Source: an optimization exercise on an open RTL-to-GDS flow (aim: small area, a short achievable clock period and few clock cycles per item). Production flows keep margins and buffers that such runs may drop. Function was not checked in any run shown here: the RTL went through the layout flow alone.

## flow/design.v (module list and top-level ports; edited modules follow where they fit)
// module cpid_cfg: 30 lines
// module cpid_trees: 3380 lines
// module cpid_add17: 100 lines
// module cpid_add18: 107 lines
// module cpid_add16: 97 lines
// module cpid_add38: 237 lines
// module cpid_add40: 255 lines
// module clamped_pid_controller: 283 lines
module clamped_pid_controller #(
    parameter int GAIN_FRAC_BITS = 16
) (
    input  logic                                i_clk,
    input  logic                                i_rst_n,
    input  logic                                i_cfg_we,
    input  logic [cpid_pkg::CFG_IDX_W-1:0]      i_cfg_idx,
    input  logic [cpid_pkg::CFG_DATA_W-1:0]     i_cfg_data,
    input  logic                                i_valid,
    output logic                                o_stall,
    input  logic signed [cpid_pkg::SAMPLE_W-1:0] i_setpoint,
    input  logic signed [cpid_pkg::SAMPLE_W-1:0] i_measured,
    input  logic                                i_clear_integ,
    output logic                                o_valid,
    input  logic                                i_stall,
    output logic signed [cpid_pkg::DRIVE_W-1:0] o_drive,
    output logic                                o_clamped
);
  // ...
==> flow/flow/run.sh <==
#!/bin/bash
set -euo pipefail
bash standard.sh SETUP_SLACK_MARGIN=6.5 finish > standard_flow.log 2>&1
==> flow/standard.sh <==
#!/bin/bash
# synth_recipe.tcl (not shown) runs the flow's synth.tcl, then flattens the netlist and writes it again
# the make line also repeats each setting of config.mk as NAME=value (left out here)
make -C /OpenROAD-flow-scripts/flow DESIGN_CONFIG=/design/flow/config.mk WORK_HOME=/design/flow/orfs CLKGATE_MAP_FILE= SYNTH_SCRIPT=/design/flow/synth_recipe.tcl "${@:-finish}"
==> flow/config.mk <==
export PLATFORM = sky130hd
export DESIGN_NAME = clamped_pid_controller
export DESIGN_NICKNAME = clamped_pid_controller
export VERILOG_FILES = /design/flow/design.v
export SDC_FILE = /design/flow/constraint.sdc
export NUM_CORES = 4
export LEC_CHECK = 0
export ABC_AREA = 1
export CAP_MARGIN = 20
export CORE_MARGIN = 2
export CORE_UTILIZATION = 50
export SLEW_MARGIN = 20
==> flow/constraint.sdc <==
create_clock -name core_clock -period 10.0 [get_ports {i_clk}]
set_input_delay 2.0000 -clock core_clock [delete_from_list [all_inputs] [get_ports {i_clk}]]
set_output_delay 2.0000 -clock core_clock [all_outputs]
set_load 0.01 [all_outputs]
==> summary.txt, run 1 <==
* Critical path data arrival time at 5910 ps
* Crit end category: register
* Post-Syn Area per Cell at 9.53 sq um
* Post-CTS resize count at 717
* Slew Limit Fails at 0
* Number of max-cap violations at 0
* 1st-iter DRT viols at 3445
* Layout net count at 6126
* Net count after synthesis at 5764
* Antenna Cells at 1
* CP Max Fanout at 5
* Outcome: no timing/DRC/antenna violations
* Slew HR at 0.315
* Grt met1 use at 0.422
* Routing usage on met2 at 0.509
* Sum Neg Setup Slack at 0 ps
* R2R depth at 39
* Most frequent cells in the layout: 663 x inv_1, 578 x xor2_1, 439 x fa_1, 401 x nand2_1, 358 x o22ai_1
* Vias at 36923
* Cts hold-fix bufs at 0
* Invs w/o clock at 879
* Synth cell count leaders: 813 x inv_1, 632 x xor2_1, 589 x fa_1
* Clock transition at the registers of the reported paths at 60 ps
* Delay-heaviest family, CP: simple AND/OR/NAND/NOR gates
* Setup WS pre-CTS at 3940 ps
* R2r setup slk at 4660 ps
* Number of library cell types mapped by synthesis at 55
* DR WL met2 at 71400 um
* Hpwl dp at 104000 um
* Critical Path Stages at 39
* Worst path bufs/invs at 7
* Comb_multi_in at 3208
==> run 2: changes to the inputs <==
--- a/flow/design.v
+++ b/flow/design.v
@@ -83,7 +83,8 @@
     output logic [37:0] o_is0,
     output logic [37:0] o_is1,
     output logic [39:0] o_pd0,
-    output logic [39:0] o_pd1
+    output logic [39:0] o_pd1,
+    output logic [39:0] o_pd2
 );
     logic t_ip0;
     logic t_ip1;
@@ -1689,82 +1690,6 @@
     logic t_qfc1601;
     logic t_qhs1602;
     logic t_qhc1603;
-    logic t_qhs1604;
-    logic t_qhc1605;
-    logic t_qfs1606;
-    logic t_qfc1607;
-    logic t_qfs1608;
-    logic t_qfc1609;
-    logic t_qfs1610;
-    logic t_qfc1611;
-    logic t_qfs1612;
-    logic t_qfc1613;
-    logic t_qfs1614;
-    logic t_qfc1615;
-    logic t_qfs1616;
-    logic t_qfc1617;
-    logic t_qfs1618;
-    logic t_qfc1619;
-    logic t_qfs1620;
-    logic t_qfc1621;
-    logic t_qfs1622;
-    logic t_qfc1623;
-    logic t_qfs1624;
-    logic t_qfc1625;
-    logic t_qfs1626;
-    logic t_qfc1627;
-    logic t_qfs1628;
-    logic t_qfc1629;
-    logic t_qfs1630;
-    logic t_qfc1631;
-    logic t_qfs1632;
-    logic t_qfc1633;
-    logic t_qfs1634;
-    logic t_qfc1635;
-    logic t_qfs1636;
-    logic t_qfc1637;
-    logic t_qfs1638;
-    logic t_qfc1639;
-    logic t_qfs1640;
-    logic t_qfc1641;
-    logic t_qfs1642;
-    logic t_qfc1643;
-    logic t_qfs1644;
-    logic t_qfc1645;
-    logic t_qfs1646;
-    logic t_qfc1647;
-    logic t_qfs1648;
-    logic t_qfc1649;
-    logic t_qfs1650;
-    logic t_qfc1651;
-    logic t_qfs1652;
-    logic t_qfc1653;
-    logic t_qfs1654;
-    logic t_qfc1655;
-    logic t_qfs1656;
-    logic t_qfc1657;
-    logic t_qfs1658;
-    logic t_qfc1659;
-    logic t_qfs1660;
-    logic t_qfc1661;
-    logic t_qfs1662;
-    logic t_qfc1663;
-    logic t_qfs1664;
-    logic t_qfc1665;
-    logic t_qfs1666;
-    logic t_qfc1667;
-    logic t_qfs1668;
-    logic t_qfc1669;
-    logic t_qfs1670;
-    logic t_qfc1671;
-    logic t_qfs1672;
-    logic t_qfc1673;
-    logic t_qfs1674;
-    logic t_qfc1675;
-    logic t_qfs1676;
-    logic t_qfc1677;
-    logic t_qfs1678;
-    logic t_qfc1679;
     assign t_ip0 = ((i_e1[0] & i_ki[0])) ^ i_en[0];
     assign t_ip1 = ((i_e1[0] & i_ki[1]) | (i_e2[0] & i_ki[0])) ^ i_en[0];
     assign t_ip2 = ((i_e1[0] & i_ki[2]) | (i_e2[0] & i_ki[1])) ^ i_en[0];
@@ -3369,86 +3294,11 @@
     assign t_qfc1601 = (t_pp730 & t_dp928) | (t_pp730 & t_qfc1527) | (t_dp928 & t_qfc1527);
     assign t_qhs1602 = 1'b1 ^ t_ps731;
     assign t_qhc1603 = 1'b1 & t_ps731;
-    assign t_qhs1604 = t_dp732 ^ i_dn[0];
-    assign t_qhc1605 = t_dp732 & i_dn[0];
-    assign t_qfs1606 = t_pp535 ^ t_dp733 ^ t_qhc1531;
-    assign t_qfc1607 = (t_pp535 & t_dp733) | (t_pp535 & t_qhc1531) | (t_dp733 & t_qhc1531);
-    assign t_qfs1608 = i_dn[1] ^ t_qfs1398 ^ t_qhs1532;
-    assign t_qfc1609 = (i_dn[1] & t_qfs1398) | (i_dn[1] & t_qhs1532) | (t_qfs1398 & t_qhs1532);
-    assign t_qfs1610 = t_qfc1399 ^ t_qfs1534 ^ t_qhc1533;
-    assign t_qfc1611 = (t_qfc1399 & t_qfs1534) | (t_qfc1399 & t_qhc1533) | (t_qfs1534 & t_qhc1533);
-    assign t_qfs1612 = t_qhc1401 ^ t_qfs1536 ^ t_qfc1535;
-    assign t_qfc1613 = (t_qhc1401 & t_qfs1536) | (t_qhc1401 & t_qfc1535) | (t_qfs1536 & t_qfc1535);
-    assign t_qfs1614 = t_qhc1405 ^ t_qfs1538 ^ t_qfc1537;
-    assign t_qfc1615 = (t_qhc1405 & t_qfs1538) | (t_qhc1405 & t_qfc1537) | (t_qfs1538 & t_qfc1537);
-    assign t_qfs1616 = t_qfc1409 ^ t_qfs1540 ^ t_qfc1539;
-    assign t_qfc1617 = (t_qfc1409 & t_qfs1540) | (t_qfc1409 & t_qfc1539) | (t_qfs1540 & t_qfc1539);
-    assign t_qfs1618 = t_qfc1413 ^ t_qfs1542 ^ t_qfc1541;
-    assign t_qfc1619 = (t_qfc1413 & t_qfs1542) | (t_qfc1413 & t_qfc1541) | (t_qfs1542 & t_qfc1541);
-    assign t_qfs1620 = t_qfc1417 ^ t_qfs1544 ^ t_qfc1543;
-    assign t_qfc1621 = (t_qfc1417 & t_qfs1544) | (t_qfc1417 & t_qfc1543) | (t_qfs1544 & t_qfc1543);
-    assign t_qfs1622 = t_qfc1421 ^ t_qfs1546 ^ t_qfc1545;
-    assign t_qfc1623 = (t_qfc1421 & t_qfs1546) | (t_qfc1421 & t_qfc1545) | (t_qfs1546 & t_qfc1545);
-    assign t_qfs1624 = t_qfc1425 ^ t_qfs1548 ^ t_qfc1547;
-    assign t_qfc1625 = (t_qfc1425 & t_qfs1548) | (t_qfc1425 & t_qfc1547) | (t_qfs1548 & t_qfc1547);
-    assign t_qfs1626 = t_qfc1429 ^ t_qfs1550 ^ t_qfc1549;
-    assign t_qfc1627 = (t_qfc1429 & t_qfs1550) | (t_qfc1429 & t_qfc1549) | (t_qfs1550 & t_qfc1549);
-    assign t_qfs1628 = t_qfc1433 ^ t_qfs1552 ^ t_qfc1551;
-    assign t_qfc1629 = (t_qfc1433 & t_qfs1552) | (t_qfc1433 & t_qfc1551) | (t_qfs1552 & t_qfc1551);
-    assign t_qfs1630 = t_qfc1437 ^ t_qfs1554 ^ t_qfc1553;
-    assign t_qfc1631 = (t_qfc1437 & t_qfs1554) | (t_qfc1437 & t_qfc1553) | (t_qfs1554 & t_qfc1553);
-    assign t_qfs1632 = t_qfc1441 ^ t_qfs1556 ^ t_qfc1555;
-    assign t_qfc1633 = (t_qfc1441 & t_qfs1556) | (t_qfc1441 & t_qfc1555) | (t_qfs1556 & t_qfc1555);
-    assign t_qfs1634 = t_qfc1445 ^ t_qfs1558 ^ t_qfc1557;
-    assign t_qfc1635 = (t_qfc1445 & t_qfs1558) | (t_qfc1445 & t_qfc1557) | (t_qfs1558 & t_qfc1557);
-    assign t_qfs1636 = t_qfc1449 ^ t_qfs1560 ^ t_qfc1559;
-    assign t_qfc1637 = (t_qfc1449 & t_qfs1560) | (t_qfc1449 & t_qfc1559) | (t_qfs1560 & t_qfc1559);
-    assign t_qfs1638 = t_qfc1453 ^ t_qfs1562 ^ t_qfc1561;
-    assign t_qfc1639 = (t_qfc1453 & t_qfs1562) | (t_qfc1453 & t_qfc1561) | (t_qfs1562 & t_qfc1561);
-    assign t_qfs1640 = t_qfc1457 ^ t_qfs1564 ^ t_qfc1563;
-    assign t_qfc1641 = (t_qfc1457 & t_qfs1564) | (t_qfc1457 & t_qfc1563) | (t_qfs1564 & t_qfc1563);
-    assign t_qfs1642 = t_qfc1461 ^ t_qfs1566 ^ t_qfc1565;
-    assign t_qfc1643 = (t_qfc1461 & t_qfs1566) | (t_qfc1461 & t_qfc1565) | (t_qfs1566 & t_qfc1565);
-    assign t_qfs1644 = t_qfc1465 ^ t_qfs1568 ^ t_qfc1567;
-    assign t_qfc1645 = (t_qfc1465 & t_qfs1568) | (t_qfc1465 & t_qfc1567) | (t_qfs1568 & t_qfc1567);
-    assign t_qfs1646 = t_qfc1469 ^ t_qfs1570 ^ t_qfc1569;
-    assign t_qfc1647 = (t_qfc1469 & t_qfs1570) | (t_qfc1469 & t_qfc1569) | (t_qfs1570 & t_qfc1569);
-    assign t_qfs1648 = t_qfc1473 ^ t_qfs1572 ^ t_qfc1571;
-    assign t_qfc1649 = (t_qfc1473 & t_qfs1572) | (t_qfc1473 & t_qfc1571) | (t_qfs1572 & t_qfc1571);
-    assign t_qfs1650 = t_qfc1477 ^ t_qfs1574 ^ t_qfc1573;
-    assign t_qfc1651 = (t_qfc1477 & t_qfs1574) | (t_qfc1477 & t_qfc1573) | (t_qfs1574 & t_qfc1573);
-    assign t_qfs1652 = t_qfc1481 ^ t_qfs1576 ^ t_qfc1575;
-    assign t_qfc1653 = (t_qfc1481 & t_qfs1576) | (t_qfc1481 & t_qfc1575) | (t_qfs1576 & t_qfc1575);
-    assign t_qfs1654 = t_qfc1485 ^ t_qfs1578 ^ t_qfc1577;
-    assign t_qfc1655 = (t_qfc1485 & t_qfs1578) | (t_qfc1485 & t_qfc1577) | (t_qfs1578 & t_qfc1577);
-    assign t_qfs1656 = t_qfc1489 ^ t_qfs1580 ^ t_qfc1579;
-    assign t_qfc1657 = (t_qfc1489 & t_qfs1580) | (t_qfc1489 & t_qfc1579) | (t_qfs1580 & t_qfc1579);
-    assign t_qfs1658 = t_qfc1493 ^ t_qfs1582 ^ t_qfc1581;
-    assign t_qfc1659 = (t_qfc1493 & t_qfs1582) | (t_qfc1493 & t_qfc1581) | (t_qfs1582 & t_qfc1581);
-    assign t_qfs1660 = t_qfc1497 ^ t_qfs1584 ^ t_qfc1583;
-    assign t_qfc1661 = (t_qfc1497 & t_qfs1584) | (t_qfc1497 & t_qfc1583) | (t_qfs1584 & t_qfc1583);
-    assign t_qfs1662 = t_qfc1501 ^ t_qfs1586 ^ t_qfc1585;
-    assign t_qfc1663 = (t_qfc1501 & t_qfs1586) | (t_qfc1501 & t_qfc1585) | (t_qfs1586 & t_qfc1585);
-    assign t_qfs1664 = t_qfc1505 ^ t_qfs1588 ^ t_qfc1587;
-    assign t_qfc1665 = (t_qfc1505 & t_qfs1588) | (t_qfc1505 & t_qfc1587) | (t_qfs1588 & t_qfc1587);
-    assign t_qfs1666 = t_qfc1509 ^ t_qfs1590 ^ t_qfc1589;
-    assign t_qfc1667 = (t_qfc1509 & t_qfs1590) | (t_qfc1509 & t_qfc1589) | (t_qfs1590 & t_qfc1589);
-    assign t_qfs1668 = t_qfc1513 ^ t_qfs1592 ^ t_qfc1591;
-    assign t_qfc1669 = (t_qfc1513 & t_qfs1592) | (t_qfc1513 & t_qfc1591) | (t_qfs1592 & t_qfc1591);
-    assign t_qfs1670 = t_qfc1517 ^ t_qfs1594 ^ t_qfc1593;
-    assign t_qfc1671 = (t_qfc1517 & t_qfs1594) | (t_qfc1517 & t_qfc1593) | (t_qfs1594 & t_qfc1593);
-    assign t_qfs1672 = t_qfc1521 ^ t_qfs1596 ^ t_qfc1595;
-    assign t_qfc1673 = (t_qfc1521 & t_qfs1596) | (t_qfc1521 & t_qfc1595) | (t_qfs1596 & t_qfc1595);
-    assign t_qfs1674 = t_qfc1525 ^ t_qfs1598 ^ t_qfc1597;
-    assign t_qfc1675 = (t_qfc1525 & t_qfs1598) | (t_qfc1525 & t_qfc1597) | (t_qfs1598 & t_qfc1597);
-    assign t_qfs1676 = t_qhc1529 ^ t_qfs1600 ^ t_qfc1599;
-    assign t_qfc1677 = (t_qhc1529 & t_qfs1600) | (t_qhc1529 & t_qfc1599) | (t_qfs1600 & t_qfc1599);
-    assign t_qfs1678 = t_ds929 ^ t_qhs1602 ^ t_qfc1601;
-    assign t_qfc1679 = (t_ds929 & t_qhs1602) | (t_ds929 & t_qfc1601) | (t_qhs1602 & t_qfc1601);
     assign o_is0 = {t_is197, t_ihs532, t_ifs530, t_ifs528, t_ifs526, t_ifs524, t_ifs522, t_ifs520, t_ifs518, t_ifs516, t_ifs514, t_ifs512, t_ifs510, t_ifs508, t_ifs506, t_ifs504, t_ifs502, t_ifs500, t_ifs498, t_ifs496, t_ifs494, t_ifs492, t_ifs490, t_ifs488, t_ifs486, t_ifs484, t_ifs482, t_ifs480, t_ifs478, t_ifs476, t_ifs474, t_ifs472, t_ifs470, t_ifs468, t_ihs466, i_en[1], t_ip1, t_ip0};
     assign o_is1 = {t_ihc533, t_ifc531, t_ifc529, t_ifc527, t_ifc525, t_ifc523, t_ifc521, t_ifc519, t_ifc517, t_ifc515, t_ifc513, t_ifc511, t_ifc509, t_ifc507, t_ifc505, t_ifc503, t_ifc501, t_ifc499, t_ifc497, t_ifc495, t_ifc493, t_ifc491, t_ifc489, t_ifc487, t_ifc485, t_ifc483, t_ifc481, t_ifc479, t_ifc477, t_ifc475, t_ifc473, t_ifc471, t_ifc469, t_ihc467, t_ihc465, t_ihs464, 1'b0, i_en[0]};
-    assign o_pd0 = {1'b1, t_qhc1603, t_qfs1678, t_qfs1676, t_qfs1674, t_qfs1672, t_qfs1670, t_qfs1668, t_qfs1666, t_qfs1664, t_qfs1662, t_qfs1660, t_qfs1658, t_qfs1656, t_qfs1654, t_qfs1652, t_qfs1650, t_qfs1648, t_qfs1646, t_qfs1644, t_qfs1642, t_qfs1640, t_qfs1638, t_qfs1636, t_qfs1634, t_qfs1632, t_qfs1630, t_qfs1628, t_qfs1626, t_qfs1624, t_qfs1622, t_qfs1620, t_qfs1618, t_qfs1616, t_qfs1614, t_qfs1612, t_qfs1610, t_qfs1608, t_qfs1606, t_qhs1530};
-    assign o_pd1 = {1'b0, t_qfc1679, t_qfc1677, t_qfc1675, t_qfc1673, t_qfc1671, t_qfc1669, t_qfc1667, t_qfc1665, t_qfc1663, t_qfc1661, t_qfc1659, t_qfc1657, t_qfc1655, t_qfc1653, t_qfc1651, t_qfc1649, t_qfc1647, t_qfc1645, t_qfc1643, t_qfc1641, t_qfc1639, t_qfc1637, t_qfc1635, t_qfc1633, t_qfc1631, t_qfc1629, t_qfc1627, t_qfc1625, t_qfc1623, t_qfc1621, t_qfc1619, t_qfc1617, t_qfc1615, t_qfc1613, t_qfc1611, t_qfc1609, t_qfc1607, t_qhc1605, t_qhs1604};
+    assign o_pd0 = {1'b1, t_qhc1603, t_ds929, t_qhc1529, t_qfc1525, t_qfc1521, t_qfc1517, t_qfc1513, t_qfc1509, t_qfc1505, t_qfc1501, t_qfc1497, t_qfc1493, t_qfc1489, t_qfc1485, t_qfc1481, t_qfc1477, t_qfc1473, t_qfc1469, t_qfc1465, t_qfc1461, t_qfc1457, t_qfc1453, t_qfc1449, t_qfc1445, t_qfc1441, t_qfc1437, t_qfc1433, t_qfc1429, t_qfc1425, t_qfc1421, t_qfc1417, t_qfc1413, t_qfc1409, t_qhc1405, t_qhc1401, t_qfc1399, i_dn[1], t_pp535, t_dp732};
+    assign o_pd1 = {1'b0, 1'b0, t_qhs1602, t_qfs1600, t_qfs1598, t_qfs1596, t_qfs1594, t_qfs1592, t_qfs1590, t_qfs1588, t_qfs1586, t_qfs1584, t_qfs1582, t_qfs1580, t_qfs1578, t_qfs1576, t_qfs1574, t_qfs1572, t_qfs1570, t_qfs1568, t_qfs1566, t_qfs1564, t_qfs1562, t_qfs1560, t_qfs1558, t_qfs1556, t_qfs1554, t_qfs1552, t_qfs1550, t_qfs1548, t_qfs1546, t_qfs1544, t_qfs1542, t_qfs1540, t_qfs1538, t_qfs1536, t_qfs1534, t_qfs1398, t_dp733, i_dn[0]};
+    assign o_pd2 = {1'b0, 1'b0, t_qfc1601, t_qfc1599, t_qfc1597, t_qfc1595, t_qfc1593, t_qfc1591, t_qfc1589, t_qfc1587, t_qfc1585, t_qfc1583, t_qfc1581, t_qfc1579, t_qfc1577, t_qfc1575, t_qfc1573, t_qfc1571, t_qfc1569, t_qfc1567, t_qfc1565, t_qfc1563, t_qfc1561, t_qfc1559, t_qfc1557, t_qfc1555, t_qfc1553, t_qfc1551, t_qfc1549, t_qfc1547, t_qfc1545, t_qfc1543, t_qfc1541, t_qfc1539, t_qfc1537, t_qfc1535, t_qhc1533, t_qhs1532, t_qhc1531, t_qhs1530};
 endmodule
 module cpid_add17 (input logic [16:0] a, input logic [16:0] b, input logic ci, output logic [16:0] s);
     logic [16:0] p, g;
@@ -3754,6 +3604,286 @@
     assign s[14] = p[14] ^ gg18;
     assign s[15] = p[15] ^ gg25;
 endmodule
+module cpid_add22 (input logic [21:0] a, input logic [21:0] b, input logic ci, output logic [21:0] s);
+    logic [21:0] p, g;
+    logic gg0;
+    logic gg1;
+    logic pp1;
+    logic gg2;
+    logic pp2;
+    logic gg3;
+    logic pp3;
+    logic gg4;
+    logic pp4;
+    logic gg5;
+    logic pp5;
+    logic gg6;
+    logic pp6;
+    logic gg7;
+    logic pp7;
+    logic gg8;
+    logic pp8;
+    logic gg9;
+    logic pp9;
+    logic gg10;
+    logic pp10;
+    logic gg11;
+    logic gg12;
+    logic pp12;
+    logic gg13;
+    logic pp13;
+    logic gg14;
+    logic pp14;
+    logic gg15;
+    logic pp15;
+    logic gg16;
+    logic gg17;
+    logic pp17;
+    logic gg18;
+    logic gg19;
+    logic gg20;
+    logic gg21;
+    logic gg22;
+    logic gg23;
+    logic gg24;
+    logic gg25;
+    logic gg26;
+    logic gg27;
+    logic gg28;
+    logic gg29;
+    logic gg30;
+    logic gg31;
+    logic gg32;
+    logic gg33;
+    logic gg34;
+    logic gg35;
+    assign p = a ^ b;
+    assign g = a & b;
+    logic g0c;
+    assign g0c = g[0] | (p[0] & ci);
+    assign gg0 = g[1] | (p[1] & g0c);
+    assign gg1 = g[3] | (p[3] & g[2]);
+    assign pp1 = p[3] & p[2];
+    assign gg2 = g[5] | (p[5] & g[4]);
+    assign pp2 = p[5] & p[4];
+    assign gg3 = g[7] | (p[7] & g[6]);
+    assign pp3 = p[7] & p[6];
+    assign gg4 = g[9] | (p[9] & g[8]);
+    assign pp4 = p[9] & p[8];
+    assign gg5 = g[11] | (p[11] & g[10]);
+    assign pp5 = p[11] & p[10];
+    assign gg6 = g[13] | (p[13] & g[12]);
+    assign pp6 = p[13] & p[12];
+    assign gg7 = g[15] | (p[15] & g[14]);
+    assign pp7 = p[15] & p[14];
+    assign gg8 = g[17] | (p[17] & g[16]);
+    assign pp8 = p[17] & p[16];
+    assign gg9 = g[19] | (p[19] & g[18]);
+    assign pp9 = p[19] & p[18];
+    assign gg10 = g[21] | (p[21] & g[20]);
+    assign pp10 = p[21] & p[20];
+    assign gg11 = gg1 | (pp1 & gg0);
+    assign gg12 = gg3 | (pp3 & gg2);
+    assign pp12 = pp3 & pp2;
+    assign gg13 = gg5 | (pp5 & gg4);
+    assign pp13 = pp5 & pp4;
+    assign gg14 = gg7 | (pp7 & gg6);
+    assign pp14 = pp7 & pp6;
+    assign gg15 = gg9 | (pp9 & gg8);
+    assign pp15 = pp9 & pp8;
+    assign gg16 = gg12 | (pp12 & gg11);
+    assign gg17 = gg14 | (pp14 & gg13);
+    assign pp17 = pp14 & pp13;
+    assign gg18 = gg17 | (pp17 & gg16);
+    assign gg19 = gg13 | (pp13 & gg16);
+    assign gg20 = gg15 | (pp15 & gg18);
+    assign gg21 = gg2 | (pp2 & gg11);
+    assign gg22 = gg4 | (pp4 & gg16);
+    assign gg23 = gg6 | (pp6 & gg19);
+    assign gg24 = gg8 | (pp8 & gg18);
+    assign gg25 = gg10 | (pp10 & gg20);
+    assign gg26 = g[2] | (p[2] & gg0);
+    assign gg27 = g[4] | (p[4] & gg11);
+    assign gg28 = g[6] | (p[6] & gg21);
+    assign gg29 = g[8] | (p[8] & gg16);
+    assign gg30 = g[10] | (p[10] & gg22);
+    assign gg31 = g[12] | (p[12] & gg19);
+    assign gg32 = g[14] | (p[14] & gg23);
+    assign gg33 = g[16] | (p[16] & gg18);
+    assign gg34 = g[18] | (p[18] & gg24);
+    assign gg35 = g[20] | (p[20] & gg20);
+    assign s[0] = p[0] ^ ci;
+    assign s[1] = p[1] ^ g0c;
+    assign s[2] = p[2] ^ gg0;
+    assign s[3] = p[3] ^ gg26;
+    assign s[4] = p[4] ^ gg11;
+    assign s[5] = p[5] ^ gg27;
+    assign s[6] = p[6] ^ gg21;
+    assign s[7] = p[7] ^ gg28;
+    assign s[8] = p[8] ^ gg16;
+    assign s[9] = p[9] ^ gg29;
+    assign s[10] = p[10] ^ gg22;
+    assign s[11] = p[11] ^ gg30;
+    assign s[12] = p[12] ^ gg19;
+    assign s[13] = p[13] ^ gg31;
+    assign s[14] = p[14] ^ gg23;
+    assign s[15] = p[15] ^ gg32;
+    assign s[16] = p[16] ^ gg18;
+    assign s[17] = p[17] ^ gg33;
+    assign s[18] = p[18] ^ gg24;
+    assign s[19] = p[19] ^ gg34;
+    assign s[20] = p[20] ^ gg20;
+    assign s[21] = p[21] ^ gg35;
+endmodule
+module cpid_add24 (input logic [23:0] a, input logic [23:0] b, input logic ci, output logic [23:0] s);
+    logic [23:0] p, g;
+    logic gg0;
+    logic gg1;
+    logic pp1;
+    logic gg2;
+    logic pp2;
+    logic gg3;
+    logic pp3;
+    logic gg4;
+    logic pp4;
+    logic gg5;
+    logic pp5;
+    logic gg6;
+    logic pp6;
+    logic gg7;
+    logic pp7;
+    logic gg8;
+    logic pp8;
+    logic gg9;
+    logic pp9;
+    logic gg10;
+    logic pp10;
+    logic gg11;
+    logic pp11;
+    logic gg12;
+    logic gg13;
+    logic pp13;
+    logic gg14;
+    logic pp14;
+    logic gg15;
+    logic pp15;
+    logic gg16;
+    logic pp16;
+    logic gg17;
+    logic pp17;
+    logic gg18;
+    logic gg19;
+    logic pp19;
+    logic gg20;
+    logic pp20;
+    logic gg21;
+    logic gg22;
+    logic gg23;
+    logic gg24;
+    logic gg25;
+    logic gg26;
+    logic gg27;
+    logic gg28;
+    logic gg29;
+    logic gg30;
+    logic gg31;
+    logic gg32;
+    logic gg33;
+    logic gg34;
+    logic gg35;
+    logic gg36;
+    logic gg37;
+    logic gg38;
+    logic gg39;
+    logic gg40;
+    assign p = a ^ b;
+    assign g = a & b;
+    logic g0c;
+    assign g0c = g[0] | (p[0] & ci);
+    assign gg0 = g[1] | (p[1] & g0c);
+    assign gg1 = g[3] | (p[3] & g[2]);
+    assign pp1 = p[3] & p[2];
+    assign gg2 = g[5] | (p[5] & g[4]);
+    assign pp2 = p[5] & p[4];
+    assign gg3 = g[7] | (p[7] & g[6]);
+    assign pp3 = p[7] & p[6];
+    assign gg4 = g[9] | (p[9] & g[8]);
+    assign pp4 = p[9] & p[8];
+    assign gg5 = g[11] | (p[11] & g[10]);
+    assign pp5 = p[11] & p[10];
+    assign gg6 = g[13] | (p[13] & g[12]);
+    assign pp6 = p[13] & p[12];
+    assign gg7 = g[15] | (p[15] & g[14]);
+    assign pp7 = p[15] & p[14];
+    assign gg8 = g[17] | (p[17] & g[16]);
+    assign pp8 = p[17] & p[16];
+    assign gg9 = g[19] | (p[19] & g[18]);
+    assign pp9 = p[19] & p[18];
+    assign gg10 = g[21] | (p[21] & g[20]);
+    assign pp10 = p[21] & p[20];
+    assign gg11 = g[23] | (p[23] & g[22]);
+    assign pp11 = p[23] & p[22];
+    assign gg12 = gg1 | (pp1 & gg0);
+    assign gg13 = gg3 | (pp3 & gg2);
+    assign pp13 = pp3 & pp2;
+    assign gg14 = gg5 | (pp5 & gg4);
+    assign pp14 = pp5 & pp4;
+    assign gg15 = gg7 | (pp7 & gg6);
+    assign pp15 = pp7 & pp6;
+    assign gg16 = gg9 | (pp9 & gg8);
+    assign pp16 = pp9 & pp8;
+    assign gg17 = gg11 | (pp11 & gg10);
+    assign pp17 = pp11 & pp10;
+    assign gg18 = gg13 | (pp13 & gg12);
+    assign gg19 = gg15 | (pp15 & gg14);
+    assign pp19 = pp15 & pp14;
+    assign gg20 = gg17 | (pp17 & gg16);
+    assign pp20 = pp17 & pp16;
+    assign gg21 = gg19 | (pp19 & gg18);
+    assign gg22 = gg20 | (pp20 & gg21);
+    assign gg23 = gg14 | (pp14 & gg18);
+    assign gg24 = gg16 | (pp16 & gg21);
+    assign gg25 = gg2 | (pp2 & gg12);
+    assign gg26 = gg4 | (pp4 & gg18);
+    assign gg27 = gg6 | (pp6 & gg23);
+    assign gg28 = gg8 | (pp8 & gg21);
+    assign gg29 = gg10 | (pp10 & gg24);
+    assign gg30 = g[2] | (p[2] & gg0);
+    assign gg31 = g[4] | (p[4] & gg12);
+    assign gg32 = g[6] | (p[6] & gg25);
+    assign gg33 = g[8] | (p[8] & gg18);
+    assign gg34 = g[10] | (p[10] & gg26);
+    assign gg35 = g[12] | (p[12] & gg23);
+    assign gg36 = g[14] | (p[14] & gg27);
+    assign gg37 = g[16] | (p[16] & gg21);
+    assign gg38 = g[18] | (p[18] & gg28);
+    assign gg39 = g[20] | (p[20] & gg24);
+    assign gg40 = g[22] | (p[22] & gg29);
+    assign s[0] = p[0] ^ ci;
+    assign s[1] = p[1] ^ g0c;
+    assign s[2] = p[2] ^ gg0;
+    assign s[3] = p[3] ^ gg30;
+    assign s[4] = p[4] ^ gg12;
+    assign s[5] = p[5] ^ gg31;
+    assign s[6] = p[6] ^ gg25;
+    assign s[7] = p[7] ^ gg32;
+    assign s[8] = p[8] ^ gg18;
+    assign s[9] = p[9] ^ gg33;
+    assign s[10] = p[10] ^ gg26;
+    assign s[11] = p[11] ^ gg34;
+    assign s[12] = p[12] ^ gg23;
+    assign s[13] = p[13] ^ gg35;
+    assign s[14] = p[14] ^ gg27;
+    assign s[15] = p[15] ^ gg36;
+    assign s[16] = p[16] ^ gg21;
+    assign s[17] = p[17] ^ gg37;
+    assign s[18] = p[18] ^ gg28;
+    assign s[19] = p[19] ^ gg38;
+    assign s[20] = p[20] ^ gg24;
+    assign s[21] = p[21] ^ gg39;
+    assign s[22] = p[22] ^ gg29;
+    assign s[23] = p[23] ^ gg40;
+endmodule
 module cpid_add38 (input logic [37:0] a, input logic [37:0] b, output logic [37:0] s);
     logic [37:0] p, g;
     logic gg0;
@@ -4246,6 +4376,471 @@
     assign s[38] = p[38] ^ gg52;
     assign s[39] = p[39] ^ gg71;
 endmodule
+module cpid_carry16 (input logic [15:0] a, input logic [15:0] b, output logic co);
+    logic g0;
+    logic p1;
+    logic g2;
+    logic p3;
+    logic g4;
+    logic p5;
+    logic g6;
+    logic p7;
+    logic g8;
+    logic p9;
+    logic g10;
+    logic p11;
+    logic g12;
+    logic p13;
+    logic g14;
+    logic p15;
+    logic g16;
+    logic p17;
+    logic g18;
+    logic p19;
+    logic g20;
+    logic p21;
+    logic g22;
+    logic p23;
+    logic g24;
+    logic p25;
+    logic g26;
+    logic p27;
+    logic g28;
+    logic p29;
+    logic g30;
+    logic p31;
+    logic g32;
+    logic p33;
+    logic g34;
+    logic p35;
+    logic g36;
+    logic p37;
+    logic g38;
+    logic p39;
+    logic g40;
+    logic p41;
+    logic g42;
+    logic p43;
+    logic g44;
+    logic p45;
+    logic g46;
+    logic p47;
+    logic g48;
+    logic p49;
+    logic g50;
+    logic p51;
+    logic g52;
+    logic p53;
+    logic g54;
+    logic p55;
+    logic g56;
+    logic p57;
+    logic g58;
+    logic p59;
+    logic g60;
+    logic p61;
+    assign g0 = a[0] & b[0];
+    assign p1 = a[0] | b[0];
+    assign g2 = a[1] & b[1];
+    assign p3 = a[1] | b[1];
+    assign g4 = a[2] & b[2];
+    assign p5 = a[2] | b[2];
+    assign g6 = a[3] & b[3];
+    assign p7 = a[3] | b[3];
+    assign g8 = a[4] & b[4];
+    assign p9 = a[4] | b[4];
+    assign g10 = a[5] & b[5];
+    assign p11 = a[5] | b[5];
+    assign g12 = a[6] & b[6];
+    assign p13 = a[6] | b[6];
+    assign g14 = a[7] & b[7];
+    assign p15 = a[7] | b[7];
+    assign g16 = a[8] & b[8];
+    assign p17 = a[8] | b[8];
+    assign g18 = a[9] & b[9];
+    assign p19 = a[9] | b[9];
+    assign g20 = a[10] & b[10];
+    assign p21 = a[10] | b[10];
+    assign g22 = a[11] & b[11];
+    assign p23 = a[11] | b[11];
+    assign g24 = a[12] & b[12];
+    assign p25 = a[12] | b[12];
+    assign g26 = a[13] & b[13];
+    assign p27 = a[13] | b[13];
+    assign g28 = a[14] & b[14];
+    assign p29 = a[14] | b[14];
+    assign g30 = a[15] & b[15];
+    assign p31 = a[15] | b[15];
+    assign g32 = g2 | (p3 & g0);
+    assign p33 = p3 & p1;
+    assign g34 = g6 | (p7 & g4);
+    assign p35 = p7 & p5;
+    assign g36 = g10 | (p11 & g8);
+    assign p37 = p11 & p9;
+    assign g38 = g14 | (p15 & g12);
+    assign p39 = p15 & p13;
+    assign g40 = g18 | (p19 & g16);
+    assign p41 = p19 & p17;
+    assign g42 = g22 | (p23 & g20);
+    assign p43 = p23 & p21;
+    assign g44 = g26 | (p27 & g24);
+    assign p45 = p27 & p25;
+    assign g46 = g30 | (p31 & g28);
+    assign p47 = p31 & p29;
+    assign g48 = g34 | (p35 & g32);
+    assign p49 = p35 & p33;
+    assign g50 = g38 | (p39 & g36);
+    assign p51 = p39 & p37;
+    assign g52 = g42 | (p43 & g40);
+    assign p53 = p43 & p41;
+    assign g54 = g46 | (p47 & g44);
+    assign p55 = p47 & p45;
+    assign g56 = g50 | (p51 & g48);
+    assign p57 = p51 & p49;
+    assign g58 = g54 | (p55 & g52);
+    assign p59 = p55 & p53;
+    assign g60 = g58 | (p59 & g56);
+    assign p61 = p59 & p57;
+    assign co = g60;
+endmodule
+module cpid_sign22 (input logic [21:0] a, input logic [21:0] b, input logic c0, input logic c1, output logic s);
+    logic g0;
+    logic p1;
+    logic g2;
+    logic p3;
+    logic g4;
+    logic p5;
+    logic g6;
+    logic p7;
+    logic g8;
+    logic p9;
+    logic g10;
+    logic p11;
+    logic g12;
+    logic p13;
+    logic g14;
+    logic p15;
+    logic g16;
+    logic p17;
+    logic g18;
+    logic p19;
+    logic g20;
+    logic p21;
+    logic g22;
+    logic p23;
+    logic g24;
+    logic p25;
+    logic g26;
+    logic p27;
+    logic g28;
+    logic p29;
+    logic g30;
+    logic p31;
+    logic g32;
+    logic p33;
+    logic g34;
+    logic p35;
+    logic g36;
+    logic p37;
+    logic g38;
+    logic p39;
+    logic g40;
+    logic p41;
+    logic g42;
+    logic p43;
+    logic g44;
+    logic p45;
+    logic g46;
+    logic p47;
+    logic g48;
+    logic p49;
+    logic g50;
+    logic p51;
+    logic g52;
+    logic p53;
+    logic g54;
+    logic p55;
+    logic g56;
+    logic p57;
+    logic g58;
+    logic p59;
+    logic g60;
+    logic p61;
+    logic g62;
+    logic p63;
+    logic g64;
+    logic p65;
+    logic g66;
+    logic p67;
+    logic g68;
+    logic p69;
+    logic g70;
+    logic p71;
+    logic g72;
+    logic p73;
+    logic g74;
+    logic p75;
+    logic g76;
+    logic p77;
+    logic c78;
+    assign g0 = a[1] & b[0];
+    assign p1 = a[1] ^ b[0];
+    assign g2 = a[2] & b[1];
+    assign p3 = a[2] ^ b[1];
+    assign g4 = a[3] & b[2];
+    assign p5 = a[3] ^ b[2];
+    assign g6 = a[4] & b[3];
+    assign p7 = a[4] ^ b[3];
+    assign g8 = a[5] & b[4];
+    assign p9 = a[5] ^ b[4];
+    assign g10 = a[6] & b[5];
+    assign p11 = a[6] ^ b[5];
+    assign g12 = a[7] & b[6];
+    assign p13 = a[7] ^ b[6];
+    assign g14 = a[8] & b[7];
+    assign p15 = a[8] ^ b[7];
+    assign g16 = a[9] & b[8];
+    assign p17 = a[9] ^ b[8];
+    assign g18 = a[10] & b[9];
+    assign p19 = a[10] ^ b[9];
+    assign g20 = a[11] & b[10];
+    assign p21 = a[11] ^ b[10];
+    assign g22 = a[12] & b[11];
+    assign p23 = a[12] ^ b[11];
+    assign g24 = a[13] & b[12];
+    assign p25 = a[13] ^ b[12];
+    assign g26 = a[14] & b[13];
+    assign p27 = a[14] ^ b[13];
+    assign g28 = a[15] & b[14];
+    assign p29 = a[15] ^ b[14];
+    assign g30 = a[16] & b[15];
+    assign p31 = a[16] ^ b[15];
+    assign g32 = a[17] & b[16];
+    assign p33 = a[17] ^ b[16];
+    assign g34 = a[18] & b[17];
+    assign p35 = a[18] ^ b[17];
+    assign g36 = a[19] & b[18];
+    assign p37 = a[19] ^ b[18];
+    assign g38 = a[20] & b[19];
+    assign p39 = a[20] ^ b[19];
+    assign g40 = g2 | (p3 & g0);
+    assign p41 = p3 & p1;
+    assign g42 = g6 | (p7 & g4);
+    assign p43 = p7 & p5;
+    assign g44 = g10 | (p11 & g8);
+    assign p45 = p11 & p9;
+    assign g46 = g14 | (p15 & g12);
+    assign p47 = p15 & p13;
+    assign g48 = g18 | (p19 & g16);
+    assign p49 = p19 & p17;
+    assign g50 = g22 | (p23 & g20);
+    assign p51 = p23 & p21;
+    assign g52 = g26 | (p27 & g24);
+    assign p53 = p27 & p25;
+    assign g54 = g30 | (p31 & g28);
+    assign p55 = p31 & p29;
+    assign g56 = g34 | (p35 & g32);
+    assign p57 = p35 & p33;
+    assign g58 = g38 | (p39 & g36);
+    assign p59 = p39 & p37;
+    assign g60 = g42 | (p43 & g40);
+    assign p61 = p43 & p41;
+    assign g62 = g46 | (p47 & g44);
+    assign p63 = p47 & p45;
+    assign g64 = g50 | (p51 & g48);
+    assign p65 = p51 & p49;
+    assign g66 = g54 | (p55 & g52);
+    assign p67 = p55 & p53;
+    assign g68 = g58 | (p59 & g56);
+    assign p69 = p59 & p57;
+    assign g70 = g62 | (p63 & g60);
+    assign p71 = p63 & p61;
+    assign g72 = g66 | (p67 & g64);
+    assign p73 = p67 & p65;
+    assign g74 = g72 | (p73 & g70);
+    assign p75 = p73 & p71;
+    assign g76 = g68 | (p69 & g74);
+    assign p77 = p69 & p75;
+    assign c78 = (a[0] & c0) | (a[0] & c1) | (c0 & c1);
+    assign s = a[21] ^ b[20] ^ (g76 | (p77 & c78));
+endmodule
+module cpid_sign24 (input logic [23:0] a, input logic [23:0] b, input logic c0, input logic c1, output logic s);
+    logic g0;
+    logic p1;
+    logic g2;
+    logic p3;
+    logic g4;
+    logic p5;
+    logic g6;
+    logic p7;
+    logic g8;
+    logic p9;
+    logic g10;
+    logic p11;
+    logic g12;
+    logic p13;
+    logic g14;
+    logic p15;
+    logic g16;
+    logic p17;
+    logic g18;
+    logic p19;
+    logic g20;
+    logic p21;
+    logic g22;
+    logic p23;
+    logic g24;
+    logic p25;
+    logic g26;
+    logic p27;
+    logic g28;
+    logic p29;
+    logic g30;
+    logic p31;
+    logic g32;
+    logic p33;
+    logic g34;
+    logic p35;
+    logic g36;
+    logic p37;
+    logic g38;
+    logic p39;
+    logic g40;
+    logic p41;
+    logic g42;
+    logic p43;
+    logic g44;
+    logic p45;
+    logic g46;
+    logic p47;
+    logic g48;
+    logic p49;
+    logic g50;
+    logic p51;
+    logic g52;
+    logic p53;
+    logic g54;
+    logic p55;
+    logic g56;
+    logic p57;
+    logic g58;
+    logic p59;
+    logic g60;
+    logic p61;
+    logic g62;
+    logic p63;
+    logic g64;
+    logic p65;
+    logic g66;
+    logic p67;
+    logic g68;
+    logic p69;
+    logic g70;
+    logic p71;
+    logic g72;
+    logic p73;
+    logic g74;
+    logic p75;
+    logic g76;
+    logic p77;
+    logic g78;
+    logic p79;
+    logic g80;
+    logic p81;
+    logic g82;
+    logic p83;
+    logic g84;
+    logic p85;
+    logic c86;
+    assign g0 = a[1] & b[0];
+    assign p1 = a[1] ^ b[0];
+    assign g2 = a[2] & b[1];
+    assign p3 = a[2] ^ b[1];
+    assign g4 = a[3] & b[2];
+    assign p5 = a[3] ^ b[2];
+    assign g6 = a[4] & b[3];
+    assign p7 = a[4] ^ b[3];
+    assign g8 = a[5] & b[4];
+    assign p9 = a[5] ^ b[4];
+    assign g10 = a[6] & b[5];
+    assign p11 = a[6] ^ b[5];
+    assign g12 = a[7] & b[6];
+    assign p13 = a[7] ^ b[6];
+    assign g14 = a[8] & b[7];
+    assign p15 = a[8] ^ b[7];
+    assign g16 = a[9] & b[8];
+    assign p17 = a[9] ^ b[8];
+    assign g18 = a[10] & b[9];
+    assign p19 = a[10] ^ b[9];
+    assign g20 = a[11] & b[10];
+    assign p21 = a[11] ^ b[10];
+    assign g22 = a[12] & b[11];
+    assign p23 = a[12] ^ b[11];
+    assign g24 = a[13] & b[12];
+    assign p25 = a[13] ^ b[12];
+    assign g26 = a[14] & b[13];
+    assign p27 = a[14] ^ b[13];
+    assign g28 = a[15] & b[14];
+    assign p29 = a[15] ^ b[14];
+    assign g30 = a[16] & b[15];
+    assign p31 = a[16] ^ b[15];
+    assign g32 = a[17] & b[16];
+    assign p33 = a[17] ^ b[16];
+    assign g34 = a[18] & b[17];
+    assign p35 = a[18] ^ b[17];
+    assign g36 = a[19] & b[18];
+    assign p37 = a[19] ^ b[18];
+    assign g38 = a[20] & b[19];
+    assign p39 = a[20] ^ b[19];
+    assign g40 = a[21] & b[20];
+    assign p41 = a[21] ^ b[20];
+    assign g42 = a[22] & b[21];
+    assign p43 = a[22] ^ b[21];
+    assign g44 = g2 | (p3 & g0);
+    assign p45 = p3 & p1;
+    assign g46 = g6 | (p7 & g4);
+    assign p47 = p7 & p5;
+    assign g48 = g10 | (p11 & g8);
+    assign p49 = p11 & p9;
+    assign g50 = g14 | (p15 & g12);
+    assign p51 = p15 & p13;
+    assign g52 = g18 | (p19 & g16);
+    assign p53 = p19 & p17;
+    assign g54 = g22 | (p23 & g20);
+    assign p55 = p23 & p21;
+    assign g56 = g26 | (p27 & g24);
+    assign p57 = p27 & p25;
+    assign g58 = g30 | (p31 & g28);
+    assign p59 = p31 & p29;
+    assign g60 = g34 | (p35 & g32);
+    assign p61 = p35 & p33;
+    assign g62 = g38 | (p39 & g36);
+    assign p63 = p39 & p37;
+    assign g64 = g42 | (p43 & g40);
+    assign p65 = p43 & p41;
+    assign g66 = g46 | (p47 & g44);
+    assign p67 = p47 & p45;
+    assign g68 = g50 | (p51 & g48);
+    assign p69 = p51 & p49;
+    assign g70 = g54 | (p55 & g52);
+    assign p71 = p55 & p53;
+    assign g72 = g58 | (p59 & g56);
+    assign p73 = p59 & p57;
+    assign g74 = g62 | (p63 & g60);
+    assign p75 = p63 & p61;
+    assign g76 = g68 | (p69 & g66);
+    assign p77 = p69 & p67;
+    assign g78 = g72 | (p73 & g70);
+    assign p79 = p73 & p71;
+    assign g80 = g64 | (p65 & g74);
+    assign p81 = p65 & p75;
+    assign g82 = g78 | (p79 & g76);
+    assign p83 = p79 & p77;
+    assign g84 = g80 | (p81 & g82);
+    assign p85 = p81 & p83;
+    assign c86 = (a[0] & c0) | (a[0] & c1) | (c0 & c1);
+    assign s = a[23] ^ b[22] ^ (g84 | (p85 & c86));
+endmodule
 module clamped_pid_controller #(
     parameter int GAIN_FRAC_BITS = 16
 ) (
@@ -4264,7 +4859,8 @@
     output logic signed [cpid_pkg::DRIVE_W-1:0] o_drive,
     output logic                                o_clamped
 );
-    localparam int QN = 5;               
+    localparam int QN = 6;               
+    localparam int QS = QN - 1;          
     localparam int WI = 38;              
     localparam int WP = 40;              
     cpid_pkg::t_cfg w_cfg;
@@ -4294,18 +4890,30 @@
         end
     end
     assign o_stall = r_stall;
+    logic        r_v0;
+    logic [15:0] r_sp, r_ms;
+    logic        r_clr0;
+    always_ff @(posedge i_clk) begin
+        if (!i_rst_n) r_v0 <= 1'b0;
+        else          r_v0 <= w_acc;
+    end
+    always_ff @(posedge i_clk) begin
+        r_sp   <= i_setpoint;
+        r_ms   <= i_measured;
+        r_clr0 <= i_clear_integ;
+    end
     logic               r_v1;
     logic signed [16:0] r_err;       
+    logic               r_clr1;
     logic [8:0]         r_e1, r_e2, r_en;    
     logic [8:0]         r_d1, r_d2, r_dn;    
     logic [8:0]         w_e1, w_e2, w_en;
     logic [8:0]         w_d1, w_d2, w_dn;
-    logic               r_clr1;
-    logic signed [16:0] w_err;
-    logic signed [17:0] w_derr;
-    logic [17:0] w_sp, w_nms, w_npv, w_ds, w_dc;
-    assign w_sp  = {{2{i_setpoint[15]}}, i_setpoint};
-    assign w_nms = ~{{2{i_measured[15]}}, i_measured};
+    logic [17:0]        w_sp, w_nms, w_npv, w_ds, w_dc;
+    logic [16:0]        w_err;
+    logic [17:0]        w_derr;
+    assign w_sp  = {{2{r_sp[15]}}, r_sp};
+    assign w_nms = ~{{2{r_ms[15]}}, r_ms};
     assign w_npv = ~{r_err[16], r_err};
     assign w_ds  = w_sp ^ w_nms ^ w_npv;
     assign w_dc  = (w_sp & w_nms) | (w_sp & w_npv) | (w_nms & w_npv);
@@ -4321,15 +4929,6 @@
         .ci (1'b1),
         .s  (w_derr)
     );
-    always_ff @(posedge i_clk) begin
-        if (!i_rst_n) begin
-            r_v1  <= 1'b0;
-            r_err <= '0;
-        end else begin
-            r_v1 <= w_acc;
-            if (w_acc) r_err <= w_err;
-        end
-    end
     always_comb begin
         logic [18:0] e, d;
         e = {w_err[16], w_err[16], w_err, 1'b0};
@@ -4344,82 +4943,109 @@
         end
     end
     always_ff @(posedge i_clk) begin
+        if (!i_rst_n) begin
+            r_v1  <= 1'b0;
+            r_err <= '0;
+        end else begin
+            r_v1 <= r_v0;
+            if (r_v0) r_err <= w_err;
+        end
+    end
+    always_ff @(posedge i_clk) begin
+        r_clr1 <= r_clr0;
         r_e1   <= w_e1;
         r_e2   <= w_e2;
         r_en   <= w_en;
         r_d1   <= w_d1;
         r_d2   <= w_d2;
         r_dn   <= w_dn;
-        r_clr1 <= i_clear_integ;
     end
     logic            r_v2;
     logic [WI-1:0]   r_is0, r_is1;
-    logic [WP-1:0]   r_pd0, r_pd1;
+    logic [WP-1:0]   r_pd0, r_pd1, r_pd2;
     logic [WI-1:0]   w_is0, w_is1;
-    logic [WP-1:0]   w_pd0, w_pd1;
+    logic [WP-1:0]   w_pd0, w_pd1, w_pd2;
     cpid_trees u_trees (
-        .i_kp   (w_cfg.prop_gain),
-        .i_ki   (w_cfg.integ_gain),
-        .i_kd   (w_cfg.deriv_gain),
-        .i_e1   (r_e1),
-        .i_e2   (r_e2),
-        .i_en   (r_en),
-        .i_d1   (r_d1),
-        .i_d2   (r_d2),
-        .i_dn   (r_dn),
-        .o_is0  (w_is0),
-        .o_is1  (w_is1),
-        .o_pd0  (w_pd0),
-        .o_pd1  (w_pd1)
+        .i_kp  (w_cfg.prop_gain),
+        .i_ki  (w_cfg.integ_gain),
+        .i_kd  (w_cfg.deriv_gain),
+        .i_e1  (r_e1),
+        .i_e2  (r_e2),
+        .i_en  (r_en),
+        .i_d1  (r_d1),
+        .i_d2  (r_d2),
+        .i_dn  (r_dn),
+        .o_is0 (w_is0),
+        .o_is1 (w_is1),
+        .o_pd0 (w_pd0),
+        .o_pd1 (w_pd1),
+        .o_pd2 (w_pd2)
     );
     always_ff @(posedge i_clk) begin
         if (!i_rst_n) r_v2 <= 1'b0;
         else          r_v2 <= r_v1;
     end
     always_ff @(posedge i_clk) begin
-        r_is0  <= w_is0;
-        r_is1  <= w_is1;
-        r_pd0  <= w_pd0;
-        r_pd1  <= w_pd1;
+        r_is0 <= w_is0;
+        r_is1 <= w_is1;
+        r_pd0 <= w_pd0;
+        r_pd1 <= w_pd1;
+        r_pd2 <= w_pd2;
     end
     logic               r_v3;
     logic signed [31:0] r_integ;     
     logic signed [31:0] r_iout;      
     logic [WP-1:0]      r_pd;
     logic [WI-1:0]      w_base;
+    logic [WI-1:0]      w_t0, w_t1;
     logic [WI-1:0]      w_isum;
-    logic signed [WI-17:0] w_ihi;
+    logic               w_ic16;
     logic               w_ifnz;
+    logic [21:0]        w_il, w_inl;
+    logic [21:0]        w_gu0, w_gu1, w_lu0, w_lu1;
+    logic               w_igs, w_ils;
     logic               w_igt;
     logic               w_ilt;
     logic signed [31:0] w_ilim;
     logic signed [31:0] w_integ;
     assign w_base = WI'(r_integ);
-    logic [WI-1:0]      w_cs0, w_cs1;
-    assign w_cs0  = w_base ^ r_is0 ^ r_is1;
-    assign w_cs1  = (w_base & r_is0) | (w_base & r_is1) | (r_is0 & r_is1);
+    assign w_t0   = w_base ^ r_is0 ^ r_is1;
+    assign w_t1   = {((w_base & r_is0) | (w_base & r_is1) | (r_is0 & r_is1)), 1'b0};
     cpid_add38 u_isum (
-        .a (w_cs0),
-        .b ({w_cs1[WI-2:0], 1'b0}),
+        .a (w_t0),
+        .b (w_t1),
         .s (w_isum)
     );
-    assign w_ihi  = w_isum[WI-1:16];
-    assign w_ifnz = (w_isum[15:0] != '0);
-    logic [15:0] w_igt_s, w_ilt_s;
-    cpid_add16 u_igt (
-        .a  ({1'b0, w_ihi[14:0]}),
-        .b  ({1'b0, ~w_cfg.integ_limit}),
-        .ci (w_ifnz),
-        .s  (w_igt_s)
+    cpid_carry16 u_ic16 (
+        .a  (w_t0[15:0]),
+        .b  (w_t1[15:0]),
+        .co (w_ic16)
+    );
+    assign w_ifnz = ((w_t0[15:0] ^ w_t1[15:0]) != {(w_t0[14:0] | w_t1[14:0]), 1'b0});
+    assign w_il   = {7'd0, w_cfg.integ_limit};
+    assign w_inl  = ~w_il;
+    assign w_gu0 = w_t0[WI-1:16] ^ w_t1[WI-1:16] ^ w_inl;
+    assign w_gu1 = (w_t0[WI-1:16] & w_t1[WI-1:16]) | (w_t0[WI-1:16] & w_inl)
+                 | (w_t1[WI-1:16] & w_inl);
+    assign w_lu0 = w_t0[WI-1:16] ^ w_t1[WI-1:16] ^ w_il;
+    assign w_lu1 = (w_t0[WI-1:16] & w_t1[WI-1:16]) | (w_t0[WI-1:16] & w_il)
+                 | (w_t1[WI-1:16] & w_il);
+    cpid_sign22 u_igt (
+        .a  (w_gu0),
+        .b  (w_gu1),
+        .c0 (w_ic16),
+        .c1 (w_ifnz),
+        .s  (w_igs)
     );
-    cpid_add16 u_ilt (
-        .a  ({1'b0, w_ihi[14:0]}),
-        .b  ({1'b0, w_cfg.integ_limit}),
-        .ci (1'b0),
-        .s  (w_ilt_s)
+    cpid_sign22 u_ilt (
+        .a  (w_lu0),
+        .b  (w_lu1),
+        .c0 (w_ic16),
+        .c1 (1'b0),
+        .s  (w_ils)
     );
-    assign w_igt = !w_ihi[WI-17] && ((w_ihi[WI-18:15] != '0) || w_igt_s[15]);
-    assign w_ilt =  w_ihi[WI-17] && ((w_ihi[WI-18:15] != '1) || !w_ilt_s[15]);
+    assign w_igt  = !w_igs;
+    assign w_ilt  = w_ils;
     assign w_ilim = {1'b0, w_cfg.integ_limit, 16'd0};
     always_comb begin
         if (w_igt)      w_integ = w_ilim;
@@ -4436,53 +5062,72 @@
             else if (r_v2)      r_integ <= w_integ;
         end
     end
-    always_ff @(posedge i_clk) begin
-        r_iout <= w_integ;
-    end
-    logic [WP-1:0] w_pd;
+    logic [WP-1:0] w_q0, w_q1, w_pd;
+    assign w_q0 = r_pd0 ^ r_pd1 ^ r_pd2;
+    assign w_q1 = {((r_pd0 & r_pd1) | (r_pd0 & r_pd2) | (r_pd1 & r_pd2)), 1'b0};
     cpid_add40 u_pd (
-        .a (r_pd0),
-        .b (r_pd1),
+        .a (w_q0),
+        .b (w_q1[WP-1:0]),
         .s (w_pd)
     );
     always_ff @(posedge i_clk) begin
-        r_pd <= w_pd;
+        r_iout <= w_integ;
+        r_pd   <= w_pd;
     end
-    logic [WP-1:0]         w_sum;
-    logic signed [WP-17:0] w_ohi;
-    logic                  w_ofnz;
-    logic                  w_ogt;
-    logic                  w_olt;
-    logic [15:0]           w_drive;
-    logic                  w_clamped;
+    logic [WP-1:0]  w_iext;
+    logic [WP-1:0]  w_sum;
+    logic           w_oc16;
+    logic           w_ofnz;
+    logic [23:0]    w_ol, w_onl;
+    logic [23:0]    w_ogu0, w_ogu1, w_olu0, w_olu1;
+    logic           w_ogs, w_ols;
+    logic           w_ogt;
+    logic           w_olt;
+    logic [15:0]    w_otz;
+    logic [15:0]    w_drive;
+    logic           w_clamped;
+    assign w_iext = WP'(r_iout);
     cpid_add40 u_sum (
         .a (r_pd),
-        .b (WP'(r_iout)),
+        .b (w_iext),
         .s (w_sum)
     );
-    assign w_ohi  = w_sum[WP-1:16];
-    assign w_ofnz = (w_sum[15:0] != '0);
-    logic [15:0] w_ogt_s, w_olt_s, w_otz;
-    cpid_add16 u_ogt (
-        .a  ({1'b0, w_ohi[14:0]}),
-        .b  ({1'b0, ~w_cfg.out_limit}),
-        .ci (w_ofnz),
-        .s  (w_ogt_s)
+    cpid_carry16 u_oc16 (
+        .a  (r_pd[15:0]),
+        .b  (w_iext[15:0]),
+        .co (w_oc16)
+    );
+    assign w_ofnz = ((r_pd[15:0] ^ w_iext[15:0]) != {(r_pd[14:0] | w_iext[14:0]), 1'b0});
+    assign w_ol   = {9'd0, w_cfg.out_limit};
+    assign w_onl  = ~w_ol;
+    assign w_ogu0 = r_pd[WP-1:16] ^ w_iext[WP-1:16] ^ w_onl;
+    assign w_ogu1 = (r_pd[WP-1:16] & w_iext[WP-1:16]) | (r_pd[WP-1:16] & w_onl)
+                  | (w_iext[WP-1:16] & w_onl);
+    assign w_olu0 = r_pd[WP-1:16] ^ w_iext[WP-1:16] ^ w_ol;
+    assign w_olu1 = (r_pd[WP-1:16] & w_iext[WP-1:16]) | (r_pd[WP-1:16] & w_ol)
+                  | (w_iext[WP-1:16] & w_ol);
+    cpid_sign24 u_ogt (
+        .a  (w_ogu0),
+        .b  (w_ogu1),
+        .c0 (w_oc16),
+        .c1 (w_ofnz),
+        .s  (w_ogs)
     );
-    cpid_add16 u_olt (
-        .a  ({1'b0, w_ohi[14:0]}),
-        .b  ({1'b0, w_cfg.out_limit}),
-        .ci (1'b0),
-        .s  (w_olt_s)
+    cpid_sign24 u_olt (
+        .a  (w_olu0),
+        .b  (w_olu1),
+        .c0 (w_oc16),
+        .c1 (1'b0),
+        .s  (w_ols)
     );
+    assign w_ogt = !w_ogs;
+    assign w_olt = w_ols;
     cpid_add16 u_otz (
-        .a  (w_ohi[15:0]),
+        .a  (w_sum[31:16]),
         .b  (16'd0),
         .ci (w_sum[WP-1] && w_ofnz),
         .s  (w_otz)
     );
-    assign w_ogt = !w_ohi[WP-17] && ((w_ohi[WP-18:15] != '0) || w_ogt_s[15]);
-    assign w_olt =  w_ohi[WP-17] && ((w_ohi[WP-18:15] != '1) || !w_olt_s[15]);
     always_comb begin
         if (w_ogt) begin
             w_drive   = 16'(w_cfg.out_limit);
@@ -4497,8 +5142,8 @@
     end
     logic           r_hv;
     logic [16:0]    r_hd;
-    logic [16:0]    r_q [QN-1];
-    logic [1:0]     r_rp, r_wp;
+    logic [16:0]    r_q [QS];
+    logic [2:0]     r_rp, r_wp;
     logic [2:0]     r_qn;
     logic           w_hfree;
     logic           w_qrd;
@@ -4516,14 +5161,16 @@
             r_qn <= '0;
         end else begin
             if (w_hfree) r_hv <= r_v3 || (r_qn != '0);
-            if (w_qrd) r_rp <= r_rp + 2'd1;
-            if (w_qwr) r_wp <= r_wp + 2'd1;
+            if (w_qrd) r_rp <= (r_rp == 3'(QS - 1)) ? '0 : r_rp + 3'd1;
+            if (w_qwr) r_wp <= (r_wp == 3'(QS - 1)) ? '0 : r_wp + 3'd1;
             r_qn <= r_qn + 3'(w_qwr) - 3'(w_qrd);
         end
     end
     always_ff @(posedge i_clk) begin
         if (w_hfree) r_hd <= w_qrd ? r_q[r_rp] : w_new;
-        if (w_qwr) r_q[r_wp] <= w_new;
+        for (int k = 0; k < QS; k++) begin
+            if (w_qwr && (r_wp == 3'(k))) r_q[k] <= w_new;
+        end
     end
     assign o_valid   = r_hv;
     assign o_drive   = r_hd[16:1];
==> flow/run.sh (new file) <==
#!/bin/bash
# synth_recipe.tcl (not shown) runs the flow's synth.tcl, then flattens the netlist and writes it again
# the make line also repeats each setting of config.mk as NAME=value (left out here)
make -C /OpenROAD-flow-scripts/flow DESIGN_CONFIG=/design/flow/config.mk WORK_HOME=/design/flow/orfs CLKGATE_MAP_FILE= SYNTH_SCRIPT=/design/flow/synth_recipe.tcl finish
--- a/flow/config.mk
+++ b/flow/config.mk
@@ -9,4 +9,5 @@
 export CAP_MARGIN = 20
 export CORE_MARGIN = 2
 export CORE_UTILIZATION = 50
+export SETUP_SLACK_MARGIN = 5
 export SLEW_MARGIN = 20
removed: flow/flow/run.sh
removed: flow/standard.sh
==> run 2 against run 1 <==
Compared with the run above:
- global-route usage decreased by 2.1 points
- worst setup slack improved by 590 ps
- final cell count increased by 8.0%
- die area increased by 13%
- first-iteration DRC count increased by 9.6%
- worst hold slack got worse by 100 ps
- largest cell class unchanged
- via count increased by 4.2%
- fmax increased by 13%
- clock-buffer cell count increased by 17
- cell area decreased by 4.5%
- synthesized area increased by 13%
==> summary.txt, run 2 <==
* Outcome: no timing/DRC/antenna violations
* CP Max Fanout at 25 (+20)
* Number of library cell types mapped by synthesis at 53 (-3.6%)
* Area Growth Syn to Fin at 8.46%
* Routed wire per std cell at 23.1 um
* RSZ-0062 raised after global routing: no
* Initial core utilization at 0.503
* HP Start: r_clr0
* Register bit total from synthesis at 605
* Worst-Skew Late Latency at 670 ps
* TritonCTS Buffers at 72
* Setup violations, final at 0
* Pre-antenna DRT Iters at 6
* WS Path Type: reg -> reg
* Reg area at 14000 sq um
* IO Count at 80
* CTS tree: yes
* Pin count of the biggest net entering global routing at 66
* Main synth FF type: dfxtp_1
* R2R depth at 10 (-74%)
* Slew HR at 0.224 (-0.0912)
* FFs w/ async S/R, synth at 0
* Initial antenna violation count at 3
* Largest cells by area after synthesis: fa_1 24%, dfxtp_1 16%, edfxtp_1 11%
* Final Skew at 36.2 ps
* Worst setup SP type: register
* R2r setup slk at 5250 ps (+590 ps)
* Cts hold-fix bufs at 0 (unchanged)
* Synth Cell Area at 52100 sq um
* Die ar. at 107000 sq um
* Fin area at 56500 sq um
* Seq/Total Area, Yosys at 0.269
* RR Startpoint: r_en[3]
* Synth warnings at 3
* Most frequent cells in the layout: 1103 x inv_1, 637 x fa_1, 633 x xor2_1, 585 x nand2_1, 475 x o22ai_1
* Post-synth top area cell: fa_1
* Post-Syn Area per Cell at 9.38 sq um (-1.6%)
* Site Rows at 118
* Net count after synthesis at 6606 (+15%)
* Total grt overflow at 0
* Slew Limit Fails at 0 (unchanged)
* Number of max-cap violations at 0 (unchanged)
* Largest register FFs at 90
* Most common cell after layout, fill and taps aside: inv_1
* Drt total wl at 160000 um
* Routed Antenna Nets at 0
* Die Y at 327 um
* Largest regs: u_cfg.r_cfg (90), r_q (85), r_pd (40)
* Root buf cell: clkbuf_16
* Placed cell areas at 54000 sq um
* WP data required at 10520 ps
* Clock transition at the registers of the reported paths at 60 ps (about the same)
* Hpwl dp at 120000 um (+15%)
* Synth top area share at 0.245
* Max Freq at 211 MHz
* Layout cell share with drive strength beyond 1 at 0.0455
* Post-Synthesis Cells at 5554
* Most common cell in the netlist: inv_1
* Layout net count at 6558 (+7.1%)
* Number of synthesized flops with an enable pin at 192
* Multi-input logic area at 32700 sq um
* Core ar. at 103000 sq um
* CTS max path bufs at 3
* DR vias/cell at 5.54
* Biggest register: u_cfg.r_cfg
* Worst hold endpoint: r_clr1
* 1st-iter DRT viols at 3774 (+9.6%)
* DRC Markers at 0
* # port buffers at 79
* Hold Path Cell Cnt at 0
* Post-layout util at 0.546
* Die width at 327 um
* Final hold vios at 0
* Fillers at 9364
* Worst slew pin tran at 1160 ps
* Final Critical Period at 4750 ps
* Vias at 38482 (+4.2%)
* Min-delay worst type: reg -> reg
* Final GP Congestion at 0.965
* Sum Neg Setup Slack at 0 ps (unchanged)
* Overall routing resource usage at 0.304
* Worst r2r dst: r_pd1[21]
* Synth cell count leaders: 1118 x inv_1, 637 x fa_1, 633 x xor2_1
* Htree depth at 3
* Sink Count at 605
* Crit end category: register
* Critical path data arrival time at 5270 ps (-640 ps)
* Tcrit/Tclk final at 0.475
* First-pass GRT wire length at 243000 um
* Via count of the first global-routing pass at 39480
run 2: cell types whose count changed after synthesis, sizes merged, moves of 18 or more:
cell	change
a21oi	+50
dfxtp	+70
fa	+48
ha	+75
inv	+301
nand2	+86
nand3	+59
o21ai	-18
run 2: area by class of cell:
type	count	share of cell area
Multi-Input combinational cell	3521	0.578
Sequential cell	605	0.249
Inverter	1179	0.0785
Clock buffer	96	0.0360
Tap cell	1380	0.0306
Timing Repair Buffer	127	0.0203
Clock inverter	36	0.00760
Antenna cell	2	0.0000886
run 2: worst max path at each step:
stage	from	endpoint	slack (ps)	cells past startpoint
2_1_floorplan	i_stall	r_qn[2]	5780	12
6_report	r_en[3]	r_pd1[21]	5250	10
4_1_cts	r_iout[31]	r_q[1][16]	5020	28
3_3_place_gp	i_stall	r_qn[2]	5050	12
5_1_grt	r_iout[31]	r_q[1][16]	5020	28
3_5_place_dp	i_stall	r_qn[2]	5010	12
run 2: worst max-delay path, cell delays in order, from the launching register on:
cell        delay [ps]
dfxtp_1            300
buf_4              490
clkinvlp_4         620
buf_4              410
xor2_1             210
fa_1               560
fa_1               460
fa_1               520
inv_1               50
fa_1               500
fa_1               490
run 2: stage by stage:
step / setup slack (ps) / hold WS (ps) / std cells
final: 5250 / 333 / 6946
after global routing: 5020 / 347 / 6945
after CTS: 5020 / 338 / 6942
after detailed placement: 5010 / 318 / 6810
after global placement: 5050 / 324 / 6810
after floorplan: 5780 / 310 / 5554
run 2: layer usage:
metal  track usage  wire length, um  part of all wire
met1         0.412            67300              0.42
met2         0.463            69100              0.43
met5             0               13          0.000081
met4         0.128             7340             0.046
met3        0.0787            16500              0.10
run 2: timing repair:
action,4_1_cts,5_1_grt
hold endpoints to repair,0,0
setup buffers,0,2
gates resized for setup,0,8
setup endpoints to repair,0,63
run 2: cells by family (layout without fill, tap and decap cells):
| group | after synthesis | count (layout) | synth area share |
|---|---|---|---|
| adder cells (fa/ha/maj) | 991 | 991 | 0.330 |
| buffers and inverters | 1428 | 1438 | 0.105 |
| flip-flops | 605 | 605 | 0.269 |
| XOR/XNOR | 673 | 673 | 0.113 |
| multiplexers | 11 | 11 | 0.00223 |
| AND/OR/NAND/NOR | 1011 | 1011 | 0.0839 |
| other | 0 | 2 | 0 |
| AO/OA/AOI/OAI | 835 | 835 | 0.0970 |

-- static timing again, ports no longer ideal --
The flow's constraints put no driver on any port. The routed layouts listed below were extracted and timed again, unchanged, in two steps.
Step 1 sets driving cells, clkbuf_16 on the clock port and buf_2 on the other inputs (assumed; they add their load-dependent delay and slew).
Step 2 also shifts input and output timing later by t, the mid clock arrival at the registers, as if the neighbouring blocks saw the same clock.
a / b / c = ideal ports / drivers / drivers and shift; a / b = the first two.
run	t, ns	setup WS [ns]	worst setup path at the end
run 1	0.745	4.658 / 4.658 / 4.658	register to register
run 2	0.724	5.252 / 5.252 / 5.032	input to register
After both steps every run listed still meets setup and hold. The setup slack of run 2, which loses most, moves by 0.000 ns with the drivers and by -0.220 ns with both steps.
